What follows belongs to an exercise in optimizing a design on an open flow for a short achievable clock period and few clock cycles; a production flow would make more cautious choices. Only simulation tests tie the RTL to the original design; equivalence was not proved. No activity file was given, so power comes from the tool's default toggle rates.

== nickel ==
==> flow/design.v (excerpt) <==
module riscvTop (
    input  logic        clk,
    input  logic        rst,
    input  logic [31:0] mem_rdata,
    input  logic        mem_ready,
    output logic [14:0] mem_addr,
    output logic [31:0] mem_wdata,
    output logic        mem_we,
    output logic        mem_strobe
);
    riscvCore core0 (
        .clk(clk), .rst(rst), .memRdata(mem_rdata), .memReady(mem_ready),
        .memAddr(mem_addr), .memWdata(mem_wdata), .memWe(mem_we), .memStrobe(mem_strobe)
    );
endmodule
make LEC_CHECK=0 ABC_CLOCK_PERIOD_IN_PS=2000 CAP_MARGIN=20 CORE_MARGIN=2 CORE_UTILIZATION=35 CTS_CLUSTER_DIAMETER=60 CTS_CLUSTER_SIZE=30 PLACE_DENSITY=0.5 SETUP_SLACK_MARGIN=3.55 SLEW_MARGIN=20 TNS_END_PERCENT=100 finish   # period 6.0 ns
run.sh (not shown) runs the stock make flow with config.mk's settings and CLKGATE_MAP_FILE= SYNTH_SCRIPT=/design/flow/synth_recipe.tcl, a recipe that flattens the netlist after the stock synthesis.
nickel closes out successfully: all stages finished, all timing, DRC and antenna checks passed.
Testbench counts of nickel, summed over its fixed seeds: cycles 56,915.
Inputs modified between nickel and raven:
--- a/flow/design.v
+++ b/flow/design.v
@@ -445,57 +445,34 @@
     assign ltU0 = ltHiU0 || (eqHi0 && ltLo0);
     assign ltS0 = ltHiS0 || (eqHi0 && ltLo0);
     assign aluB = ({32{sSum0}} & {cLo0 ? sumHi10 : sumHi00, sumLo0})
                 | ({32{sShl0}} & shl0) | ({32{sShr0}} & shr0) | ({32{sLog0}} & log0)
                 | {31'd0, (sLts0 && ltS0) || (sLtu0 && ltU0)}
                 | ({32{sLui0}} & {q0i[31:12], 12'd0})
                 | ({32{sLdO0}} & ldOld) | ({32{sStO0}} & stOld);
     byteLanes lanesD (.lb(lb0), .isB(isB0), .isH(isH0), .isW(isW0), .hHi(hHi0), .uns(uns0),
                       .rep(rep0), .word(rdQ), .rs2x(rs2x0), .loadValue(ldRd), .storeWord(stRd));
     byteLanes lanesR (.lb(lb0), .isB(isB0), .isH(isH0), .isW(isW0), .hHi(hHi0), .uns(uns0),
                       .rep(rep0), .word(old0), .rs2x(rs2x0), .loadValue(ldOld), .storeWord(stOld));
     assign dS0 = sumLo0;
-    logic [31:0] q1iN, rfA, rfB;
-    logic [15:0] ohA, ohB;
-    always_comb begin
-        q1iN = q1i;
-        if (rst) begin
-            q1iN = 32'd0;
-        end else if (shift) begin
-            q1iN = q2v ? q2iP : inP;
-        end else begin
-            if (patch1) q1iN = res0;
-            if (inV && !q1v) q1iN = inP;
-        end
-    end
-    always_comb begin
-        rfA = 32'd0;
-        rfB = 32'd0;
-        for (int i = 0; i < 16; i++) begin
-            if (ohA[i]) rfA = rfA | rf[i];
-            if (ohB[i]) rfB = rfB | rf[i];
-        end
-    end
     logic fwdA, fwdB;
     assign fwdA = (rv0 || dNow || oNow) && wReg0 && wA0[3:0] == src1[18:15];
     assign fwdB = (rv0 || dNow || oNow) && wReg0 && wA0[3:0] == src1[23:20];
     always_ff @(posedge clk) begin
         old0 <= 32'd0;
         for (int i = 0; i < 16; i++) begin
             if (oldSel0[i]) old0 <= rf[i];
         end
-        opA1 <= fwdA ? resN : rfA;
-        opB1 <= fwdB ? resN : rfB;
-        ohA <= 16'd1 << q1iN[18:15];
-        ohB <= 16'd1 << q1iN[23:20];
+        opA1 <= fwdA ? resN : rf[src1[18:15]];
+        opB1 <= fwdB ? resN : rf[src1[23:20]];
         imm1 <= stS ? immSS : immIS;
         sumLo1 <= sumLoOut;
         cLo1 <= cLoOut;
         sumHi01 <= sumHi0Out;
         sumHi11 <= sumHi1Out;
         log1 <= logOut;
         shl1 <= shlOut;
         shr1 <= shrOut;
         ltLo1 <= ltLoOut;
         eqHi1 <= eqHiOut;
         ltHiU1 <= ltHiUOut;
         ltHiS1 <= ltHiSOut;
Results
Comparing the two runs side by side, raven comes out behind nickel on fmax.
The higher area taken by flip-flops and latches of nickel and raven is in nickel.
From nickel to raven the numbers moved as follows: part of the total power dissipated in the clock network +0.9 points, post-synthesis register bit count decreased 32, net count after synthesis moved up, number of flip-flops and latches decreased by 32 relative to the old numbers.
Going from nickel to raven, ratio of final minimum period to clock period climbed 2.3 points, final-layout worst hold slack climbed 0.029 ns, final core utilization climbed 0.49 points, global routing met2 resource utilization climbed 6.0 points, setup slack dropped 0.14 ns.
The lower total power came out of raven.
Testbench counts of raven, summed over its fixed seeds: cycles 56,915.

[static timing again, ports no longer ideal]
The results above use ideal ports. As a check the final layouts listed here were re-extracted and re-timed, cells and wires unchanged.
Step 1 (the two cells are an assumption about what drives the block):
set clk [get_ports {clk}]
set_driving_cell -lib_cell sky130_fd_sc_hd__clkbuf_16 $clk
set_driving_cell -lib_cell sky130_fd_sc_hd__buf_2 [delete_from_list [all_inputs] $clk]
Step 2 moves the port delays by t, midway between the first and last clock arrival at a register: inputs arrive t later, outputs are due t later. That takes back most of the time a late clock gives input paths.
a / b / c = ideal / step 1 / step 2; a / b = the first two.
run	t (ns)	setup slack, ns	hold WS [ns]	worst register clock-pin slew, ns	pins driven straight from the clock port
nickel	0.871	3.469 / 3.395 / 2.846	0.363 / 0.363 / 0.363	0.09 / 0.09	1
raven	0.894	3.328 / 3.328 / 2.867	0.392 / 0.392 / 0.392	0.10 / 0.10	1
After both steps every run listed still meets setup and hold. The setup slack of nickel, which loses most, moves by -0.074 ns with the drivers and by -0.623 ns with both steps.
